Background: an optimization exercise with open tools, aiming at small area, a short achievable clock period and few clock cycles per item. Do not read the settings as production practice. Function was not checked in any run shown here: the RTL went through the layout flow alone. Power figures rest on the tool's default switching activity, not on a simulated workload.

--- flow/flow/abc_fast.script ---
strash
dch
map -D 500
topo
upsize
dnsize
--- flow/config.mk ---
export PLATFORM = sky130hd
export DESIGN_NAME = prefix_adder_top
export DESIGN_NICKNAME = prefix_adder_top
export VERILOG_FILES = /design/flow/design.v
export SDC_FILE = /design/flow/constraint.sdc
export NUM_CORES = 4
export LEC_CHECK = 0
export ABC_AREA = 1
export CAP_MARGIN = 20
export CORE_MARGIN = 2
export CORE_UTILIZATION = 60
export CTS_BUF_LIST = sky130_fd_sc_hd__clkbuf_8
export SLEW_MARGIN = 20
--- flow/standard.sh ---
#!/bin/bash
# synth_recipe.tcl (not shown) runs the flow's synth.tcl, then flattens the netlist and writes it again
# the make line also repeats each setting of config.mk as NAME=value (left out here)
make -C /OpenROAD-flow-scripts/flow DESIGN_CONFIG=/design/flow/config.mk WORK_HOME=/design/flow/orfs CLKGATE_MAP_FILE= SYNTH_SCRIPT=/design/flow/synth_recipe.tcl "${@:-finish}"
--- flow/constraint.sdc ---
create_clock -name core_clock -period 4.0 [get_ports {clk}]
set_input_delay 0.8000 -clock core_clock [delete_from_list [all_inputs] [get_ports {clk}]]
set_output_delay 0.8000 -clock core_clock [all_outputs]
set_load 0.01 [all_outputs]
--- flow/flow/run.sh ---
#!/bin/bash
# Layout flow: the standard layout (standard.sh) with these changes, all in synthesis
# mapping or port buffering; registers, floorplan, power grid, CTS and routing are standard.
#  - ADDER_MAP_FILE is empty, so adders are left to ABC instead of full/half adder cells
#  - prefix_finish (the logic between the block register and the outputs) is kept as its own
#    module through synthesis (SYNTH_KEEP_MODULES), and flow/synth_wrap.tcl maps it with
#    flow/abc_fast.script while the rest keeps the flow's ABC script; synth_recipe.tcl then
#    flattens the design as usual
#  - port buffers start as buf_1; repair resizes them where timing needs it
# Each make run's full output goes to a log file in the work folder.
set -euo pipefail
WORK=$(pwd)
bash standard.sh \
	SYNTH_SCRIPT="$WORK/flow/synth_wrap.tcl" \
	ADDER_MAP_FILE= \
	SYNTH_KEEP_MODULES=prefix_finish \
	"BUFFER_PORTS_ARGS=-buffer_cell sky130_fd_sc_hd__buf_1" \
	finish > "$WORK/make_finish.log" 2>&1
--- flow/design.v ---
`default_nettype none
package prefix_data_pkg;
	typedef logic signed [8-1:0] lane_t;
	typedef lane_t [8-1:0] block_t;
	function automatic logic [8-1:0] lane_add(
		input logic [8-1:0] a,
		input logic [8-1:0] b
	);
		logic [8-1:0] p;
		logic [8-1:0] gen;
		logic [8-1:0] prop;
		p = a ^ b;
		gen = a & b;
		prop = p;
		for (int s = 0; (1 << s) < 8; s++) begin
			for (int i = 8 - 1; i >= 0; i--) begin
				if ((i & (1 << s)) != 0) begin
					gen[i] = gen[i] | (prop[i] & gen[((i >> s) << s) - 1]);
					prop[i] = prop[i] & prop[((i >> s) << s) - 1];
				end
			end
		end
		lane_add = p ^ {gen[8-2:0], 1'b0};
	endfunction
endpackage
`default_nettype wire
`default_nettype none
package prefix_ctrl_pkg;
	typedef logic [32-1:0] tag_t;
endpackage
`default_nettype wire
`timescale 1ns/10ps
`default_nettype none
module pipe_control (
	input wire logic clk,
	input wire logic reset,
	input wire logic valid_in,
	input wire logic ready_in,
	input wire prefix_ctrl_pkg::tag_t tag_in,
	output logic enable,
	output logic ready_out,
	output logic busy,
	output logic valid_out,
	output prefix_ctrl_pkg::tag_t tag_out
);
	logic valid_q;
	prefix_ctrl_pkg::tag_t tag_q;
	assign enable = ready_in;
	assign ready_out = ready_in;
	always_ff @(posedge clk or posedge reset) begin
		if (reset) begin
			valid_q <= 1'b0;
		end else if (enable) begin
			valid_q <= valid_in;
		end
	end
	always_ff @(posedge clk) begin
		if (enable) begin
			tag_q <= tag_in;
		end
	end
	assign busy = valid_q;
	assign valid_out = valid_q;
	assign tag_out = tag_q;
endmodule
`default_nettype wire
`timescale 1ns/10ps
`default_nettype none
module prefix_layer #(
	parameter int SPAN = 1
) (
	input wire prefix_data_pkg::block_t sums_in,
	output prefix_data_pkg::block_t sums_out
);
	localparam int W = 8;
	logic [8*W-1:0] flat_in;
	logic [8*W-1:0] flat_next;
	assign flat_in = sums_in;
	for (genvar i = 0; i < 8; i++) begin : g_lane
		if ((i & SPAN) != 0) begin : g_add
			localparam int SRC = (i / (2 * SPAN)) * (2 * SPAN) + SPAN - 1;
			assign flat_next[i*W +: W] = prefix_data_pkg::lane_add(flat_in[i*W +: W], flat_in[SRC*W +: W]);
		end else begin : g_pass
			assign flat_next[i*W +: W] = flat_in[i*W +: W];
		end
	end
	assign sums_out = flat_next;
endmodule
`default_nettype wire
`timescale 1ns/10ps
`default_nettype none
module prefix_network (
	input wire logic clk,
	input wire logic enable,
	input wire prefix_data_pkg::block_t data_in,
	output prefix_data_pkg::block_t sums
);
	localparam int W = 8;
	localparam int N = 8;
	localparam int H = N / 2;
	localparam int J = 5;
	prefix_data_pkg::block_t layer1;
	prefix_data_pkg::block_t layer2;
	prefix_layer #(.SPAN(1)) u_layer1 (.sums_in(data_in), .sums_out(layer1));
	prefix_layer #(.SPAN(2)) u_layer2 (.sums_in(layer1), .sums_out(layer2));
	logic [N*W-1:0] flat2;
	assign flat2 = layer2;
	logic [N*W-1:0] next_sums;
	logic [H-1:0] next_carry;
	logic [N*W-1:0] held_sums;
	logic [H-1:0] held_carry;
	assign next_sums[H*W-1:0] = flat2[H*W-1:0];
	for (genvar i = H; i < N; i++) begin : g_upper
		if (J == 0) begin : g_none
			assign next_sums[i*W +: W] = flat2[i*W +: W];
			assign next_carry[i-H] = 1'b0;
		end else if (J >= W) begin : g_all
			assign next_sums[i*W +: W] = flat2[i*W +: W] + flat2[(H-1)*W +: W];
			assign next_carry[i-H] = 1'b0;
		end else begin : g_part
			logic [J:0] low;
			assign low = {1'b0, flat2[i*W +: J]} + {1'b0, flat2[(H-1)*W +: J]};
			assign next_sums[i*W +: W] = {flat2[i*W+J +: W-J], low[J-1:0]};
			assign next_carry[i-H] = low[J];
		end
	end
	always_ff @(posedge clk) begin
		if (enable) begin
			held_sums <= next_sums;
		end
	end
	if (J > 0 && J < W) begin : g_carry_reg
		always_ff @(posedge clk) begin
			if (enable) begin
				held_carry <= next_carry;
			end
		end
	end else begin : g_no_carry
		assign held_carry = '0;
	end
	prefix_finish u_finish (
		.held_sums(held_sums),
		.held_carry(held_carry),
		.sums(sums)
	);
endmodule
`default_nettype wire
`timescale 1ns/10ps
`default_nettype none
module prefix_finish (
	input wire logic [8*8-1:0] held_sums,
	input wire logic [8/2-1:0] held_carry,
	output prefix_data_pkg::block_t sums
);
	localparam int W = 8;
	localparam int N = 8;
	localparam int H = N / 2;
	localparam int J = 5;
	logic [N*W-1:0] flat_out;
	assign flat_out[H*W-1:0] = held_sums[H*W-1:0];
	for (genvar i = H; i < N; i++) begin : g_finish
		if (J == 0) begin : g_none
			assign flat_out[i*W +: W] = held_sums[i*W +: W] + held_sums[(H-1)*W +: W];
		end else if (J >= W) begin : g_all
			assign flat_out[i*W +: W] = held_sums[i*W +: W];
		end else begin : g_part
			assign flat_out[i*W +: W] = {
				held_sums[i*W+J +: W-J] + held_sums[(H-1)*W+J +: W-J] + (W-J)'(held_carry[i-H]),
				held_sums[i*W +: J]
			};
		end
	end
	assign sums = flat_out;
endmodule
`default_nettype wire
`timescale 1ns/10ps
`default_nettype none
module prefix_adder_top (
	input wire logic clk,
	input wire logic reset,
	input wire logic valid_in,
	input wire logic ready_in,
	input wire prefix_ctrl_pkg::tag_t tag_in,
	input wire prefix_data_pkg::block_t data_in,
	output logic busy,
	output logic ready_out,
	output logic valid_out,
	output prefix_ctrl_pkg::tag_t tag_out,
	output prefix_data_pkg::block_t data_out
);
	logic enable;
	pipe_control u_control (
		.clk(clk),
		.reset(reset),
		.valid_in(valid_in),
		.ready_in(ready_in),
		.tag_in(tag_in),
		.enable(enable),
		.ready_out(ready_out),
		.busy(busy),
		.valid_out(valid_out),
		.tag_out(tag_out)
	);
	prefix_network u_network (
		.clk(clk),
		.enable(enable),
		.data_in(data_in),
		.sums(data_out)
	);
endmodule
`default_nettype wire
--- flow/flow/synth_wrap.tcl ---
# The standard flow's synthesis script; its one ABC call is split in two: the kept module prefix_finish
# is mapped with flow/abc_fast.script, the rest of the design with the flow's own script
set flow_dir [file dirname [file normalize [info script]]]
set fast_abc_script [file join $flow_dir abc_fast.script]
proc abc {args} {
	set fast_args $args
	set i [lsearch -exact $fast_args -script]
	if { $i >= 0 } {
		lset fast_args [expr {$i + 1}] $::fast_abc_script
	}
	puts "synth_wrap: abc {*}$fast_args prefix_finish"
	yosys abc {*}$fast_args prefix_finish
	puts "synth_wrap: abc {*}$args prefix_adder_top"
	yosys abc {*}$args prefix_adder_top
}
source [file join [file dirname $flow_dir] synth_recipe.tcl]
==> results.txt, run 1 <==
Vias per Instance: 4.69
Routed Antenna Nets: 0
CP dominant cell by count: nand2_1
post-layout util: 0.678
hpwl dp: 11,000 um
DRC: 0
R2R Setup Slk: 3.21 ns
FMAX: 385 MHz
Reg2Reg Capture Point: u_control.valid_q
first drt pass iteration count: 5
Slowest-stage cell, CP: edfxtp_1
cells along the critical path: nor2_1 -> o21ai_2 -> nand2_1 -> o2bb2ai_1 -> nand2_1 -> buf_1
CTS buffer count: 9
first-pass GRT wire length: 22,800 um
GRT Util Overall: 0.225
CTS root buf: clkbuf_8
P_int: 2260 uW
boundary pin count: 199
initial antenna violation count: 0
RSZ-0062 raised after global routing: no
Starting Density: 0.612
Slew headroom: 0.676
die width: 112 um
Startpoint Class: flip-flop
Routed WL: 13,500 um
pin count of the biggest net entering global routing: 61
port bufs: 198
total number of vias: 5,651
simple-gate area share of the yosys netlist: 0.309
Leak: 0.00375 uW
Sw Share: 0.381
largest family of logic cells by synthesized area: simple AND/OR/NAND/NOR gates
status: no timing/DRC/antenna violations
register area share after synthesis: 0.435
diode count: 0
period utilization: 0.650
Net Switching: 1390 uW
XOR/XNOR Fraction of Synth Area: 0.0783
Combinational Power Share: 0.402
distinct cell type count after synthesis: 35
clock network fraction of total power: 0.186
Fin. Hold Viols: 0
vias in the first global route: 5,109
# rows: 39
die area: 12,500 um^2
Synth Instances: 900
fraction of layout cells with a size suffix above 1: 0.0687
r2r worst-path depth: 1
PostCTS Resize Cnt: 0
CTS tree: built
CP endpoint kind: primary output
Crit path arrival time: 1.80 ns
mux cell area share after synthesis: 0.00162
Flop pwr share: 0.413
Final min period: 2.60 ns
Worst Setup SP: u_network.held_sums[29]
worst-case clock buffer depth: 2
Synth Area in Adders: 0.00144
clock sink count: 101
Initial DRC Count: 286
Slew Viols, Final: 0
Setup crit end: data_out[47]
type of the most critical hold path: in -> async
H-tree Lvls: 3
area grow syn2layout: 10.9%
pre-CTS setup slack: 1.13 ns
Clock Skew: 0 ns
Worst-Skew Late Latency: 0.37 ns
gr ovfl total: 0
# setup viols final: 0
global placement routability congestion: 0.837
TNS Setup: 0 ns
Yosys warnings: 4
fill count: 996
syn avg cell area: 7.73 um^2
overall die height: 112 um
Req. time, crit path: 3.20 ns
Least-Margin Pin Slew: 0.480 ns
final setup margin: 1.40 ns
slowest stage delay, CP: 0.66 ns
critical path fanouts, max: 13
Synth Net Count: 1,000
area of the mapped netlist: 6950 um^2
MaxCap Viol Count: 0
worst vdd ir: 0.000284 V
Pwr Density: 474 nW/um^2
hold_buf cts: 0
Synth Register Bits: 101
worst r2r src: u_control.valid_q
clock slew at reported path FFs: 0.10 ns
Crit Path Category: reg -> out
Compound-Gate Fraction of Synth Area: 0.0434
core area: 11,400 um^2
postcts setup bufs: 0
WL per Instance: 11.2 um
final net count: 1,157
==> power by group through the flow <==
stage	registers, uW	clock network, uW	logic [uW]
finish	1510	679	1470
detailed placement	1530	0	1470
floorplan	1520	0	1210
global route	1530	734	1680
CTS	1510	695	1480
global placement	1530	0	1460
==> cell families after synthesis <==
family | after synthesis
AO/OA/AOI/OAI | 44
XOR/XNOR | 60
adder cells (fa/ha/maj) | 1
buffers and inverters | 188
flip-flops | 101
multiplexers | 1
AND/OR/NAND/NOR | 505
==> per-stage QoR <==
| step | hold slack, ns | instance area (um^2) | total power [uW] | cells |
|---|---|---|---|---|
| 3_5_place_dp | 0.551 | 7500 | 3010 | 1189 |
| 5_1_grt | 0.204 | 7710 | 3950 | 1205 |
| 6_report | 0.215 | 7710 | 3650 | 1205 |
| 4_1_cts | 0.200 | 7710 | 3690 | 1205 |
| 2_1_floorplan | 0.529 | 6950 | 2730 | 900 |
| 3_3_place_gp | 0.511 | 7500 | 2990 | 1189 |
==> area by class of cell <==
class / instances / area, um^2 / area share
sequential: 101 / 3030 / 0.393
clock inverter: 6 / 70.1 / 0.00909
multi-input combinational: 611 / 3020 / 0.391
timing repair buffer: 200 / 774 / 0.100
tap: 143 / 179 / 0.0232
clock buffer: 10 / 138 / 0.0179
inverter: 134 / 503 / 0.0652
==> Yosys cell counts, drive strengths merged <==
cell type  instances  area share
o21a               3      0.0032
or2                4      0.0036
inv              121       0.065
dfrtp              1      0.0036
xor2              39       0.052
xnor2             21       0.026
and2               4      0.0036
a21boi             2      0.0022
nand2            306        0.17
buf               54       0.058
nor2             120       0.071
a31oi              1     0.00090
edfxtp           100        0.43
nand3b            10       0.011
o21ai             13       0.015
maj3               1      0.0014
mux2               1      0.0016
nand3             58       0.043
a21oi             18       0.013
a21o               3      0.0032
nand4              3      0.0027
o2bb2ai            4      0.0050
clkinv            13      0.0070
==> per-module statistics from Yosys (local to each module, per instance) <==
| module | cells | flip-flops and latches | area [um^2] | copies in the design |
|---|---|---|---|---|
| prefix_finish | 129 | 0 | 817 | 1 |
| prefix_adder_top | 771 | 101 | 6140 | 1 |
==> critical path, delay by kind of cell (launching register included) <==
family	cells	cell delay [ns]
DFF	1	0.66
AOI/OAI and AO/OA	2	0.34
and+or+nand+nor	3	0.28
buffers and inverters	1	0.15
==> per-layer routing <==
| layer | part of all wire | vias to the layer above | track usage |
|---|---|---|---|
| met2 | 0.47 | 131 | 0.384 |
| met3 | 0.047 | 13 | 0.0419 |
| met4 | 0.015 | 0 | 0.0765 |
| met5 | 0 | - | 0 |
| li1 | - | 3070 | - |
| met1 | 0.47 | 2437 | 0.291 |
==> cells in the final DEF (no fill, tap or decap), drive strengths merged <==
cell      synthesis  layout
clkinvlp          0       1
nor2            120     120
nand4             3       3
mux2              1       1
xor2             39      39
a21o              3       3
nand3            58      58
clkinv           13      14
o2bb2ai           4       4
edfxtp          100     100
nand2           306     306
a31oi             1       1
o21a              3       3
and2              4       4
buf              54     199
nand3b           10      10
inv             121     124
a21oi            18      18
bufinv            0       1
clkbuf            0      11
maj3              1       1
xnor2            21      21
a21boi            2       2
or2               4       4
dfrtp             1       1
o21ai            13      13
==> registers in the layout, indices dropped and copies added (netlist names) <==
name	flops
u_control.tag_q	32
u_network.held_carry	4
u_network.held_sums	64
u_control.valid_q	1
==> worst min path at each step <==
stage / from / endpoint / slack, ns / cells after the start
4_1_cts: reset / u_control.valid_q / 0.20 / 2
3_5_place_dp: u_control.valid_q / u_control.valid_q / 0.55 / 1
6_report: reset / u_control.valid_q / 0.22 / 2
5_1_grt: reset / u_control.valid_q / 0.20 / 2
2_1_floorplan: reset / u_control.valid_q / 0.53 / 1
3_3_place_gp: u_control.valid_q / u_control.valid_q / 0.51 / 1
==> inputs of run 2 (changes only) <==
--- a/flow/design.v
+++ b/flow/design.v
@@ -98,7 +98,7 @@
 	localparam int W = 8;
 	localparam int N = 8;
 	localparam int H = N / 2;
-	localparam int J = 5;
+	localparam int J = 4;
 	prefix_data_pkg::block_t layer1;
 	prefix_data_pkg::block_t layer2;
 	prefix_layer #(.SPAN(1)) u_layer1 (.sums_in(data_in), .sums_out(layer1));
@@ -138,9 +138,22 @@
 	end else begin : g_no_carry
 		assign held_carry = '0;
 	end
+	localparam int C = 2;
+	localparam int HB = ((4 > 0 && 4 < 8) ? 8 - 4 : 1);
+	logic [C*HB-1:0] held_top_n;
+	if (J > 0 && J < W) begin : g_top_reg
+		always_ff @(posedge clk) begin
+			if (enable) begin
+				held_top_n <= ~{C{next_sums[(H-1)*W+J +: HB]}};
+			end
+		end
+	end else begin : g_no_top
+		assign held_top_n = '1;
+	end
 	prefix_finish u_finish (
 		.held_sums(held_sums),
 		.held_carry(held_carry),
+		.held_top_n(held_top_n),
 		.sums(sums)
 	);
 endmodule
@@ -150,12 +163,15 @@
 module prefix_finish (
 	input wire logic [8*8-1:0] held_sums,
 	input wire logic [8/2-1:0] held_carry,
+	input wire logic [2*((4 > 0 && 4 < 8) ? 8 - 4 : 1)-1:0] held_top_n,
 	output prefix_data_pkg::block_t sums
 );
 	localparam int W = 8;
 	localparam int N = 8;
 	localparam int H = N / 2;
-	localparam int J = 5;
+	localparam int J = 4;
+	localparam int C = 2;
+	localparam int HB = ((4 > 0 && 4 < 8) ? 8 - 4 : 1);
 	logic [N*W-1:0] flat_out;
 	assign flat_out[H*W-1:0] = held_sums[H*W-1:0];
 	for (genvar i = H; i < N; i++) begin : g_finish
@@ -165,7 +181,7 @@
 			assign flat_out[i*W +: W] = held_sums[i*W +: W];
 		end else begin : g_part
 			assign flat_out[i*W +: W] = {
-				held_sums[i*W+J +: W-J] + held_sums[(H-1)*W+J +: W-J] + (W-J)'(held_carry[i-H]),
+				held_sums[i*W+J +: W-J] + ~held_top_n[((i-H)*C/H)*HB +: W-J] + (W-J)'(held_carry[i-H]),
 				held_sums[i*W +: J]
 			};
 		end
==> run 2 against run 1 <==
  * Sequential share of layout area increased by 0.26 points
  * Cell count down 0.33%
  * Clock power increased by 12%
  * Routed wire length rose by 0.29%
  * Total power grew 4.0%
  * Maximum frequency increased by 2.6%
  * Still clean
  * Largest cell class is now multi-input combinational cells
  * Critical path depth decreased by 1
  * Non-clock buffer count is the same
  * First-iteration DRC count up 4.5%
  * Flip-flop and latch count up 4
  * Global-route usage shrank 0.11 points
  * Via count rose by 1.9%
==> results.txt, run 2 <==
fraction of layout cells with a size suffix above 1: 0.0841
Least-Margin Pin Slew: 0.668 ns
# setup viols final: 0
commonest cells after routing, fill and taps aside: 291 x nand2_1, 197 x buf_1, 104 x inv_1, 104 x edfxtp_1, 77 x nor2_1
Pwr Density: 477 nW/um^2
Starting Density: 0.621
status: no timing/DRC/antenna violations
hold_buf cts: 0
Slew headroom: 0.555
number of enable flip-flop cells after synthesis: 104
post-synth top area share: 0.437
clock slew at reported path FFs: 0.11 ns
Initial DRC Count: 299
area of the mapped netlist: 7150 um^2
port bufs: 198
Leak: 0.00374 uW
CTS root buf: clkbuf_8
most common cell after layout, fill and taps aside: nand2_1
worst vdd ir: 0.000392 V
first-pass GRT wire length: 23,100 um
Routed Antenna Nets: 0
H-tree Lvls: 3
register area share after synthesis: 0.440
Vias per Instance: 4.80
Overall Power: 3800 uW
Compound-Gate Fraction of Synth Area: 0.0570
initial antenna violation count: 0
Worst-Skew Late Latency: 0.38 ns
Slowest-stage cell, CP: edfxtp_1
most instantiated cells after synthesis: 291 x nand2_1, 104 x edfxtp_1, 104 x inv_1
Fin. Hold Viols: 0
simple-gate area share of the yosys netlist: 0.303
cells along the critical path: nand2_1 -> a21oi_4 -> o2111ai_1 -> nand2_1 -> buf_1
top cells by area, synth: edfxtp_1 44%, nand2_1 15%, inv_1 5.5%, buf_4 5.2%, nor2_1 4.0%
gr ovfl total: 0
total number of vias: 5,761
Yosys warnings: 4
Hold Worst Slack: 0.203 ns
TNS Setup: 0 ns
Clock Skew: 0 ns
diode count: 0
largest family of logic cells by synthesized area: simple AND/OR/NAND/NOR gates
WL per Instance: 11.3 um
Crit path arrival time: 1.73 ns
die width: 113 um
Synth Net Count: 992
die area: 12,800 um^2
area grow syn2layout: 11.3%
core area: 11,500 um^2
overall die height: 113 um
CP dominant cell by count: nand2_1
count leader, synth: nand2_1
distinct cell type count after synthesis: 46
hpwl dp: 11,000 um
Synth Area in Adders: 0.00157
boundary pin count: 199
pin count of the biggest net entering global routing: 56
slowest stage delay, CP: 0.58 ns
Crit Path Category: reg -> out
DRC: 0
Slew Viols, Final: 0
# rows: 39
GRT Util Overall: 0.224
leading register cell type out of synthesis: edfxtp_1
CP endpoint kind: primary output
clock sink count: 105
period utilization: 0.634
Final min period: 2.53 ns
final net count: 1,153
first drt pass iteration count: 19
FFs w/ async S/R, synth: 0.00952
vias in the first global route: 5,354
Req. time, crit path: 3.20 ns
Synth Instances: 892
XOR/XNOR Fraction of Synth Area: 0.0780
CTS buffer count: 9
mux cell area share after synthesis: 0.00157
Routed WL: 13,500 um
PostCTS Resize Cnt: 0
type of the most critical hold path: in -> async
syn avg cell area: 8.02 um^2
CTS tree: built
leading area contributor after synthesis: edfxtp_1
FMAX: 395 MHz
Startpoint Class: flip-flop
RSZ-0062 raised after global routing: no
Largest Register: u_network.held_sums
Synth Register Bits: 105
MaxCap Viol Count: 0
max reg flops: 64
worst-case clock buffer depth: 2
largest registers: u_network.held_sums (64), u_control.tag_q (32)
postcts setup bufs: 0
critical path fanouts, max: 10
global placement routability congestion: 0.874
run 2: worst paths after layout:
kind,from,endpoint,slack (ns),cells past startpoint
hold / removal,reset,u_control.valid_q,0.20,2
min in group core_clock,u_control.valid_q,u_control.valid_q,0.54,1
hold reg to reg,u_control.valid_q,u_control.valid_q,0.54,1
setup reg to reg,u_control.valid_q,u_control.valid_q,3.24,1
setup / recovery,u_network.held_top_n[4],data_out[38],1.47,5
max in group asynchronous,reset,u_control.valid_q,3.71,2
run 2: power breakdown:
group          switching (uW)  internal (uW)
combinational             933            544
sequential                104           1460
clock                     392            369
run 2: final cells by class:
| class | count | area (um^2) |
|---|---|---|
| clock inverters | 7 | 119 |
| well taps | 143 | 179 |
| multi-input cells | 611 | 3150 |
| clock buffers | 9 | 124 |
| flip-flops and latches | 105 | 3150 |
| fillers | 994 | 3550 |
| inverters | 126 | 478 |
| repair buffers | 200 | 762 |
run 2: metal layers:
metal  routed length, um  up-vias  track usage
met2                6470      157        0.377
met3                 997       15       0.0536
met1                5830     2484        0.284
met4                 233        0       0.0821
li1                    -     3105            -
met5                   0        -            0
run 2: through the flow:
stage                     utilization  cell area, um^2  setup slack, ns  cells
after detailed placement        0.670             7720             1.27   1185
final                           0.691             7960             1.47   1201
after floorplan                     -             7150             1.66    892
after global placement          0.670             7720             1.30   1185
after global routing            0.691             7960             1.28   1201
after CTS                       0.691             7960             1.45   1201
run 2: worst max-delay path: cells and delay by family, from the launching register on:
family	cells	cell delay, ns
AND/OR/NAND/NOR	2	0.26
flip-flops	1	0.58
buffers and inverters	1	0.15
AO/OA/AOI/OAI	2	0.36
run 2: modules after synthesis (local to each module, per instance):
module | cell area [um^2] | flops+latches
prefix_adder_top | 6110 | 105
prefix_finish | 1040 | 0
run 2: cells by family after synthesis:
family                   Yosys count
AND/OR/NAND/NOR                  492
buffers and inverters            176
flip-flops                       105
XOR/XNOR                          62
AO/OA/AOI/OAI                     55
multiplexers                       1
adder cells (fa/ha/maj)            1
==> inputs of run 3 (changes only) <==
--- a/flow/design.v
+++ b/flow/design.v
@@ -98,7 +98,7 @@
 	localparam int W = 8;
 	localparam int N = 8;
 	localparam int H = N / 2;
-	localparam int J = 4;
+	localparam int J = 5;
 	prefix_data_pkg::block_t layer1;
 	prefix_data_pkg::block_t layer2;
 	prefix_layer #(.SPAN(1)) u_layer1 (.sums_in(data_in), .sums_out(layer1));
@@ -138,8 +138,8 @@
 	end else begin : g_no_carry
 		assign held_carry = '0;
 	end
-	localparam int C = 2;
-	localparam int HB = ((4 > 0 && 4 < 8) ? 8 - 4 : 1);
+	localparam int C = 1;
+	localparam int HB = ((5 > 0 && 5 < 8) ? 8 - 5 : 1);
 	logic [C*HB-1:0] held_top_n;
 	if (J > 0 && J < W) begin : g_top_reg
 		always_ff @(posedge clk) begin
@@ -163,15 +163,15 @@
 module prefix_finish (
 	input wire logic [8*8-1:0] held_sums,
 	input wire logic [8/2-1:0] held_carry,
-	input wire logic [2*((4 > 0 && 4 < 8) ? 8 - 4 : 1)-1:0] held_top_n,
+	input wire logic [1*((5 > 0 && 5 < 8) ? 8 - 5 : 1)-1:0] held_top_n,
 	output prefix_data_pkg::block_t sums
 );
 	localparam int W = 8;
 	localparam int N = 8;
 	localparam int H = N / 2;
-	localparam int J = 4;
-	localparam int C = 2;
-	localparam int HB = ((4 > 0 && 4 < 8) ? 8 - 4 : 1);
+	localparam int J = 5;
+	localparam int C = 1;
+	localparam int HB = ((5 > 0 && 5 < 8) ? 8 - 5 : 1);
 	logic [N*W-1:0] flat_out;
 	assign flat_out[H*W-1:0] = held_sums[H*W-1:0];
 	for (genvar i = H; i < N; i++) begin : g_finish
==> run 3 against run 2 <==
  * Maximum frequency fell by 1.2%
  * Still clean on timing, DRC and antenna
  * Core utilization fell by 0.62 points
  * Critical endpoint is now data_out[62]
  * Total power fell by 0.44%
==> results.txt, run 3 <==
syn avg cell area: 7.95 um^2
Fin. Hold Viols: 0
# setup viols final: 0
FMAX: 390 MHz
MaxCap Viol Count: 0
critical path fanouts, max: 9
CP endpoint kind: primary output
Synth Register Bits: 104
hpwl dp: 10,700 um
Slew Viols, Final: 0
Overall Power: 3780 uW
hold_buf cts: 0
first-pass GRT wire length: 22,200 um
register area share after synthesis: 0.440
status: no timing/DRC/antenna violations
CTS tree: built
total number of vias: 5,677
commonest cells after routing, fill and taps aside: 276 x nand2_1, 197 x buf_1, 114 x inv_1
fill count: 987
worst vdd ir: 0.000299 V
fraction of layout cells with a size suffix above 1: 0.0807
Routed WL: 13,300 um
WL per Instance: 11.2 um
CTS root buf: clkbuf_8
Hold Worst Slack: 0.206 ns
RSZ-0062 raised after global routing: no
Synth Instances: 892
most common cell after layout, fill and taps aside: nand2_1
clock slew at reported path FFs: 0.11 ns
max reg flops: 64
most instantiated cells after synthesis: 276 x nand2_1, 114 x inv_1, 103 x edfxtp_1
leading register cell type out of synthesis: edfxtp_1
area of the mapped netlist: 7090 um^2
Worst Setup SP: u_network.held_top_n[0]
PostCTS Resize Cnt: 0
Yosys warnings: 4
clock sink count: 104
port bufs: 198
worst-case clock buffer depth: 2
Clock Skew: 0 ns
Leak: 0.00379 uW
die width: 113 um
largest registers: u_network.held_sums (64), u_control.tag_q (32), u_network.held_carry (4)
number of enable flip-flop cells after synthesis: 103
# rows: 39
boundary pin count: 199
FFs w/ async S/R, synth: 0.00962
Vias per Instance: 4.75
pin count of the biggest net entering global routing: 73
die area: 12,700 um^2
Initial DRC Count: 301
Slew headroom: 0.674
worst r2r src: u_control.valid_q
top cells by area, synth: edfxtp_1 44%, nand2_1 15%, inv_1 6.0%, buf_4 5.7%, xor2_1 5.4%
distinct cell type count after synthesis: 38
global placement routability congestion: 0.865
Largest Register: u_network.held_sums
H-tree Lvls: 3
Worst-Skew Late Latency: 0.38 ns
diode count: 0
Synth Net Count: 992
postcts setup bufs: 0
CTS buffer count: 9
Final min period: 2.56 ns
Least-Margin Pin Slew: 0.488 ns
DRC: 0
Crit Path Category: reg -> out
TNS Setup: 0 ns
GRT Util Overall: 0.217
Pwr Density: 481 nW/um^2
initial antenna violation count: 0
count leader, synth: nand2_1
Routed Antenna Nets: 0
overall die height: 113 um
core area: 11,500 um^2
Starting Density: 0.619
Req. time, crit path: 3.20 ns
final net count: 1,148
Startpoint Class: flip-flop
Crit path arrival time: 1.76 ns
vias in the first global route: 5,099
gr ovfl total: 0
leading area contributor after synthesis: edfxtp_1
type of the most critical hold path: in -> async
period utilization: 0.641
post-synth top area share: 0.436
first drt pass iteration count: 4
area grow syn2layout: 10.8%
## run 3: cell types whose count changed in the layout (fill, tap and decap cells not counted), moves of 5 or more
| cell | before | now |
|---|---|---|
| nor2_1 | 77 | 94 |
| xnor2_1 | 30 | 20 |
| or2_2 | 1 | 6 |
| inv_1 | 104 | 114 |
| xor2_1 | 30 | 44 |
| nand2_2 | 21 | 28 |
| o21ai_1 | 11 | 3 |
| nand2_1 | 291 | 276 |
| nand4_1 | 11 | 2 |
## run 3: worst paths after layout
path,end,slack [ns],cells past startpoint
setup / recovery,data_out[62],1.44,4
hold / removal,u_control.valid_q,0.21,2
setup reg to reg,u_control.valid_q,3.23,1
hold reg to reg,u_control.valid_q,0.55,1
max in group asynchronous,u_control.valid_q,3.71,2
min in group core_clock,u_control.valid_q,0.55,1
## run 3: layer usage
layer	vias to the layer above	GRT usage	share of wire
met5	-	0	0
met4	0	0.0805	0.019
met3	18	0.0471	0.060
met2	133	0.369	0.47
met1	2460	0.274	0.45
li1	3066	-	-
## run 3: final cells by class
| cell class | instances | area, um^2 | area share |
|---|---|---|---|
| Tap cell | 143 | 179 | 0.0228 |
| Multi-Input combinational cell | 604 | 3080 | 0.392 |
| Timing Repair Buffer | 199 | 767 | 0.0976 |
| Inverter | 130 | 488 | 0.0621 |
| Clock inverter | 7 | 100 | 0.0127 |
| Clock buffer | 9 | 124 | 0.0158 |
| Sequential cell | 104 | 3120 | 0.397 |
## run 3: critical path, stage by stage (launching register included)
cell and delay, ns:
edfxtp_1 0.53, and2b_2 0.29, a21oi_4 0.14, xor2_1 0.22
buf_1 0.18
## run 3: Yosys stat by module (local to each module, per instance)
module / flops+latches / times used
prefix_adder_top: 104 / 1
prefix_finish: 0 / 1
## run 3: kinds of logic (layout without fill, tap and decap cells)
kind of cell / count (synthesis) / after routing / share of synthesized area
fa+ha+maj: 1 / 1 / 0.00141
xor+xnor: 66 / 66 / 0.0836
flops: 104 / 104 / 0.440
compound gates: 46 / 46 / 0.0492
buf+inv: 184 / 345 / 0.126
simple gates: 490 / 490 / 0.299
mux: 1 / 1 / 0.00159
## run 3: power by group
part           internal (uW)  switching [uW]  total (uW)
clock                    308             400         708
sequential              1470            89.6        1560
combinational            546             971        1520
total                   2320            1460        3780
## run 3: per-stage QoR
stage	setup slack, ns	area, um^2	util	cells
after detailed placement	1.13	7630	0.666	1180
final	1.44	7860	0.685	1196
after global routing	1.28	7860	0.685	1196
after CTS	1.43	7860	0.685	1196
after global placement	1.20	7630	0.666	1180
after floorplan	1.60	7090	-	892
==> inputs of run 4 (changes only) <==
--- a/flow/design.v
+++ b/flow/design.v
@@ -98,7 +98,7 @@
 	localparam int W = 8;
 	localparam int N = 8;
 	localparam int H = N / 2;
-	localparam int J = 5;
+	localparam int J = 0;
 	prefix_data_pkg::block_t layer1;
 	prefix_data_pkg::block_t layer2;
 	prefix_layer #(.SPAN(1)) u_layer1 (.sums_in(data_in), .sums_out(layer1));
@@ -139,9 +139,9 @@
 		assign held_carry = '0;
 	end
 	localparam int C = 1;
-	localparam int HB = ((5 > 0 && 5 < 8) ? 8 - 5 : 1);
+	localparam int HB = ((0 < 8) ? 8 - 0 : 1);
 	logic [C*HB-1:0] held_top_n;
-	if (J > 0 && J < W) begin : g_top_reg
+	if (J < W) begin : g_top_reg
 		always_ff @(posedge clk) begin
 			if (enable) begin
 				held_top_n <= ~{C{next_sums[(H-1)*W+J +: HB]}};
@@ -163,20 +163,20 @@
 module prefix_finish (
 	input wire logic [8*8-1:0] held_sums,
 	input wire logic [8/2-1:0] held_carry,
-	input wire logic [1*((5 > 0 && 5 < 8) ? 8 - 5 : 1)-1:0] held_top_n,
+	input wire logic [1*((0 < 8) ? 8 - 0 : 1)-1:0] held_top_n,
 	output prefix_data_pkg::block_t sums
 );
 	localparam int W = 8;
 	localparam int N = 8;
 	localparam int H = N / 2;
-	localparam int J = 5;
+	localparam int J = 0;
 	localparam int C = 1;
-	localparam int HB = ((5 > 0 && 5 < 8) ? 8 - 5 : 1);
+	localparam int HB = ((0 < 8) ? 8 - 0 : 1);
 	logic [N*W-1:0] flat_out;
 	assign flat_out[H*W-1:0] = held_sums[H*W-1:0];
 	for (genvar i = H; i < N; i++) begin : g_finish
 		if (J == 0) begin : g_none
-			assign flat_out[i*W +: W] = held_sums[i*W +: W] + held_sums[(H-1)*W +: W];
+			assign flat_out[i*W +: W] = held_sums[i*W +: W] + ~held_top_n[((i-H)*C/H)*HB +: W];
 		end else if (J >= W) begin : g_all
 			assign flat_out[i*W +: W] = held_sums[i*W +: W];
 		end else begin : g_part
==> run 4 against run 3 <==
  * Via count up 16%
  * Setup slack worse by 0.39 ns
  * Combinational power up 14%
  * Critical path depth up 3
  * Core utilization down 0.19 points
  * Die area up 7.3%
  * Non-clock buffer count up 1
  * Critical path type unchanged
  * Highest routed layer unchanged
==> results.txt, run 4 <==
CTS root buf: clkbuf_8
die width: 117 um
clock slew at reported path FFs: 0.11 ns
Slew Viols, Final: 0
PostCTS Resize Cnt: 0
global placement routability congestion: 0.930
Final Cell Area: 8550 um^2
Slew headroom: 0.623
pin count of the biggest net entering global routing: 40
global route hottest layer: met2
hpwl dp: 13,300 um
fill count: 1,119
Combinational Power Share: 0.440
CP bufs+invs: 2
Fin. Hold Viols: 0
CTS buffer count: 9
overall die height: 117 um
worst vdd ir: 0.000270 V
type of the most critical hold path: in -> async
Vias per Instance: 4.99
diode count: 0
Starting Density: 0.609
Largest Register: u_network.held_sums
most common cell after layout, fill and taps aside: nand2_1
cells along the critical path: inv_2 -> nand2_1 -> o211ai_1 -> nand4_1 -> o2bb2ai_1 -> nand2_1 -> buf_1
initial antenna violation count: 0
clock network fraction of total power: 0.172
Yosys warnings: 4
syn avg cell area: 7.95 um^2
Req. time, crit path: 3.20 ns
fraction of layout cells with a size suffix above 1: 0.121
clock sink count: 105
first drt pass iteration count: 5
FMAX: 338 MHz
slowest stage delay, CP: 0.54 ns
Crit Path Category: reg -> out
vias in the first global route: 5,793
core area: 12,500 um^2
Synth Net Count: 1,060
r2r worst-path depth: 1
# rows: 41
Reg2Reg Capture Point: u_control.valid_q
Final min period: 2.96 ns
Top delay family on crit path: flip-flops
gr ovfl total: 0
postcts setup bufs: 0
H-tree Lvls: 3
boundary pin count: 199
port bufs: 198
GR Util met1: 0.274
Worst-Skew Late Latency: 0.39 ns
worst r2r src: u_control.valid_q
Least-Margin Pin Slew: 0.564 ns
area grow syn2layout: 12.1%
post-layout util: 0.683
max reg flops: 64
WL per Instance: 12.3 um
area of the mapped netlist: 7630 um^2
MaxCap Viol Count: 0
grt met2 use: 0.462
CP endpoint kind: primary output
Sw Share: 0.422
R2R Setup Slk: 3.23 ns
Initial DRC Count: 260
Clock Skew: 0 ns
GRT Util Overall: 0.243
Slowest-stage cell, CP: edfxtp_1
status: no timing/DRC/antenna violations
Startpoint Class: flip-flop
P_int: 2290 uW
hold_buf cts: 0
critical path fanouts, max: 6
global routing met3 resource utilization: 0.0441
Overall Power: 3960 uW
period utilization: 0.739
Flop pwr share: 0.388
# setup viols final: 0
Routed Antenna Nets: 0
CP dominant cell by count: nand2_1
commonest cells after routing, fill and taps aside: 278 x nand2_1, 197 x buf_1, 104 x edfxtp_1
TNS Setup: 0 ns
Leak: 0.00384 uW
Pwr Density: 463 nW/um^2
RSZ-0062 raised after global routing: no
Crit path arrival time: 2.16 ns
Net Switching: 1670 uW
largest registers: u_network.held_sums (64), u_control.tag_q (32), u_network.held_top_n (8)
worst-case clock buffer depth: 2
DRC: 0
Routed WL: 16,200 um
final net count: 1,237
first-pass GRT wire length: 25,700 um
CTS tree: built
Placed Instance Area: 8350 um^2
die area: 13,600 um^2
total number of vias: 6,562
Synth Instances: 960
[run 4: worst max-delay path by stage]
stage	cells after the start	startpoint	end	slack, ns
final	7	u_network.held_top_n[0]	data_out[63]	1.04
after global routing	8	u_network.held_top_n[4]	data_out[47]	0.83
after CTS	7	u_network.held_top_n[0]	data_out[63]	1.02
after detailed placement	18	data_in[35]	u_network.held_sums[63]	1.37
after global placement	16	data_in[51]	u_network.held_sums[63]	1.42
after floorplan	15	data_in[42]	u_network.held_sums[55]	1.72
[run 4: per-stage QoR]
stage / hold slack (ns) / std cells / setup slack (ns)
after global placement: 0.534 / 1298 / 1.42
after CTS: 0.168 / 1314 / 1.02
after detailed placement: 0.539 / 1298 / 1.37
final: 0.187 / 1314 / 1.04
after global routing: 0.175 / 1314 / 0.828
after floorplan: 0.529 / 960 / 1.72
[run 4: final cells by class]
| class | count | area (um^2) | area share |
|---|---|---|---|
| Clock inverter | 7 | 80.1 | 0.00936 |
| Tap cell | 172 | 215 | 0.0252 |
| Inverter | 137 | 514 | 0.0601 |
| Timing Repair Buffer | 200 | 762 | 0.0891 |
| Sequential cell | 105 | 3150 | 0.368 |
| Multi-Input combinational cell | 684 | 3710 | 0.434 |
| Clock buffer | 9 | 124 | 0.0145 |
[run 4: layer usage]
layer	vias to the layer above	wire length (um)
met5	-	0
met4	0	247
met3	17	821
met2	145	8480
met1	2964	6650
li1	3436	-
[run 4: power by group through the flow]
stage,Sequential (uW),Clock (uW),Combinational [uW]
finish,1540,679,1740
global route,1560,722,1980
CTS,1540,693,1750
detailed placement,1560,0,1750
global placement,1560,0,1720
floorplan,1540,0,1320
==> inputs of run 5 (changes only) <==
--- a/flow/design.v
+++ b/flow/design.v
@@ -98,7 +98,7 @@
 	localparam int W = 8;
 	localparam int N = 8;
 	localparam int H = N / 2;
-	localparam int J = 0;
+	localparam int J = 2;
 	prefix_data_pkg::block_t layer1;
 	prefix_data_pkg::block_t layer2;
 	prefix_layer #(.SPAN(1)) u_layer1 (.sums_in(data_in), .sums_out(layer1));
@@ -139,7 +139,7 @@
 		assign held_carry = '0;
 	end
 	localparam int C = 1;
-	localparam int HB = ((0 < 8) ? 8 - 0 : 1);
+	localparam int HB = ((2 < 8) ? 8 - 2 : 1);
 	logic [C*HB-1:0] held_top_n;
 	if (J < W) begin : g_top_reg
 		always_ff @(posedge clk) begin
@@ -163,15 +163,15 @@
 module prefix_finish (
 	input wire logic [8*8-1:0] held_sums,
 	input wire logic [8/2-1:0] held_carry,
-	input wire logic [1*((0 < 8) ? 8 - 0 : 1)-1:0] held_top_n,
+	input wire logic [1*((2 < 8) ? 8 - 2 : 1)-1:0] held_top_n,
 	output prefix_data_pkg::block_t sums
 );
 	localparam int W = 8;
 	localparam int N = 8;
 	localparam int H = N / 2;
-	localparam int J = 0;
+	localparam int J = 2;
 	localparam int C = 1;
-	localparam int HB = ((0 < 8) ? 8 - 0 : 1);
+	localparam int HB = ((2 < 8) ? 8 - 2 : 1);
 	logic [N*W-1:0] flat_out;
 	assign flat_out[H*W-1:0] = held_sums[H*W-1:0];
 	for (genvar i = H; i < N; i++) begin : g_finish
==> run 5 against run 4 <==
  * Area after synthesis shrank 2.1%
  * Still clean on timing, DRC and antenna
  * Sequential power hardly changed
  * Maximum frequency decreased by 2.1%
  * Setup slack got worse by 0.065 ns
  * Sequential share of layout area grew 1.7 points
  * Critical path type unchanged
  * Clock skew unchanged
  * Total power decreased by 1.4%
  * Hold slack improved by 0.023 ns
  * Highest routed layer unchanged
==> results.txt, run 5 <==
status: no timing/DRC/antenna violations
total number of vias: 6,013
FFs w/ async S/R, synth: 0.00935
CP endpoint kind: primary output
max reg flops: 64
postcts setup bufs: 0
overall die height: 116 um
Synth Register Bits: 107
DRT met1 WL: 6150 um
worst-case clock buffer depth: 2
Hold Worst Slack: 0.210 ns
Leak: 0.00367 uW
clock slew at reported path FFs: 0.10 ns
Final min period: 3.02 ns
Vias per Instance: 4.78
CTS root buf: clkbuf_8
critical path fanouts, max: 10
initial antenna violation count: 0
port bufs: 198
GRT Util Overall: 0.222
first drt pass iteration count: 4
Yosys warnings: 4
die area: 13,400 um^2
met3 WL: 802 um
Crit path arrival time: 2.22 ns
Final Cell Area: 8330 um^2
# rows: 40
Pwr Density: 469 nW/um^2
hpwl dp: 11,700 um
post-synth top area share: 0.426
# setup viols final: 0
WL per Instance: 11.5 um
pin count of the biggest net entering global routing: 108
TNS Setup: 0 ns
largest registers: u_network.held_sums (64), u_control.tag_q (32), u_network.held_top_n (6)
pre-CTS setup slack: 1.34 ns
core area: 12,100 um^2
Placed Instance Area: 8130 um^2
fill count: 1,056
top cells by area, synth: edfxtp_1 43%, nand2_1 12%, xor2_1 5.5%, inv_1 4.3%, buf_4 4.2%
worst vdd ir: 0.000262 V
number of enable flip-flop cells after synthesis: 106
Met2 Wirelength: 7190 um
Initial DRC Count: 282
MaxCap Viol Count: 0
distinct cell type count after synthesis: 44
Slew headroom: 0.587
RSZ-0062 raised after global routing: no
leading area contributor after synthesis: edfxtp_1
Routed Antenna Nets: 0
Slew Viols, Final: 0
global placement routability congestion: 0.931
Worst-Skew Late Latency: 0.37 ns
PostCTS Resize Cnt: 0
Synth Instances: 917
final net count: 1,185
Least-Margin Pin Slew: 0.620 ns
register area share after synthesis: 0.429
syn avg cell area: 8.15 um^2
most instantiated cells after synthesis: 239 x nand2_1, 106 x edfxtp_1, 86 x inv_1
commonest cells after routing, fill and taps aside: 239 x nand2_1, 197 x buf_1, 106 x edfxtp_1
Req. time, crit path: 3.20 ns
most common cell after layout, fill and taps aside: nand2_1
CTS tree: built
Fin. Hold Viols: 0
gr ovfl total: 0
Largest Register: u_network.held_sums
top routing layer used: met4
area of the mapped netlist: 7470 um^2
final setup margin: 0.977 ns
vias in the first global route: 5,341
area grow syn2layout: 11.5%
Startpoint Class: flip-flop
hold_buf cts: 0
fraction of layout cells with a size suffix above 1: 0.106
diode count: 0
Synth Net Count: 1,017
Clock Skew: 0 ns
Routed WL: 14,500 um
period utilization: 0.756
count leader, synth: nand2_1
leading register cell type out of synthesis: edfxtp_1
Starting Density: 0.619
Crit Path Category: reg -> out
die width: 116 um
clock sink count: 107
H-tree Lvls: 3
boundary pin count: 199
CTS buffer count: 9
DRC: 0
first-pass GRT wire length: 23,300 um
FMAX: 331 MHz
type of the most critical hold path: in -> async
run 5: changes by cell type in the layout (fill, tap and decap cells not counted), moves of 9 or more:
cell / change
a21oi_1: +14
clkinv_1: +13
inv_2: -9
nand2_1: -39
nand3_1: -17
xor2_1: +12
run 5: metal layers:
| metal | GRT usage | up-vias |
|---|---|---|
| met4 | 0.0779 | 0 |
| met1 | 0.267 | 2617 |
| met3 | 0.0502 | 19 |
| li1 | - | 3238 |
| met5 | 0 | - |
| met2 | 0.393 | 139 |
run 5: metrics by stage:
| step | util | cells | total power, uW |
|---|---|---|---|
| after detailed placement | 0.674 | 1242 | 3270 |
| after global placement | 0.674 | 1242 | 3240 |
| after CTS | 0.690 | 1257 | 3930 |
| after floorplan | - | 917 | 2880 |
| final | 0.690 | 1257 | 3910 |
| after global routing | 0.690 | 1257 | 4210 |
run 5: path summary, 6_finish.rpt:
path,depth (start not counted),endpoint,startpoint,slack (ns)
hold reg to reg,1,u_control.valid_q,u_control.valid_q,0.55
min in group core_clock,1,u_control.valid_q,u_control.valid_q,0.55
setup reg to reg,1,u_control.valid_q,u_control.valid_q,3.23
setup / recovery,5,data_out[55],u_network.held_top_n[1],0.98
max in group asynchronous,2,u_control.valid_q,reset,3.70
hold / removal,2,u_control.valid_q,reset,0.21
run 5: per-module statistics from Yosys, one instance, submodules excluded:
module | cells inside | cell area (um^2)
prefix_finish | 262 | 1420
prefix_adder_top | 655 | 6050
run 5: logic make-up (layout without fill, tap and decap cells):
group | count (synthesis) | after routing | share of synthesized area
buffers and inverters | 184 | 356 | 0.114
adder cells (fa/ha/maj) | 2 | 2 | 0.00285
AND/OR/NAND/NOR | 458 | 458 | 0.280
AO/OA/AOI/OAI | 88 | 88 | 0.0760
multiplexers | 1 | 1 | 0.00151
XOR/XNOR | 77 | 77 | 0.0968
flip-flops | 107 | 107 | 0.429
run 5: critical path, cell delays in order, from the launching register on:
cell	delay, ns
edfxtp_1	0.62
xnor2_1	0.42
nand3_1	0.21
o311ai_0	0.39
nand2_1	0.08
buf_1	0.14
run 5: layout make-up:
type,count,area (um^2),share of cell area
well taps,168,210,0.0252
inverters,142,533,0.0640
multi-input cells,626,3410,0.410
repair buffers,199,767,0.0921
clock buffers,9,124,0.0149
clock inverters,6,71.3,0.00856
flip-flops and latches,107,3210,0.385
run 5: power by group:
part | total [uW] | switching [uW] | internal [uW]
registers | 1570 | 104 | 1470
clock network | 664 | 371 | 294
logic | 1670 | 1070 | 600

-- separate check: timing with driven ports --
In the flow no input, the clock included, has a driving cell. The finished layouts below were timed again as built, in two steps.
Step 1 assumes that a clkbuf_16 drives the clock port and a buf_2 every other input.
Step 2, shift: input delay + t, output delay - t, t = (earliest + latest rising clock arrival at the registers) / 2. This alone moves slack from input paths to output paths.
Slacks: no drivers / after step 1 / after step 2; pairs: no drivers / after step 1.
run | t, ns | setup WS [ns] | pins driven straight from the clock port
run 1 | 0.406 | 1.400 / 1.364 / 1.145 | 1
run 2 | 0.408 | 1.466 / 1.433 / 1.229 | 1
run 3 | 0.412 | 1.436 / 1.402 / 1.115 | 1
run 4 | 0.424 | 1.042 / 1.009 / 1.316 | 1
run 5 | 0.402 | 0.977 / 0.943 / 1.317 | 1
After both steps setup and hold are still met in every run listed. The setup slack of run 3, which loses most, moves by -0.034 ns with the drivers and by -0.321 ns with both steps.
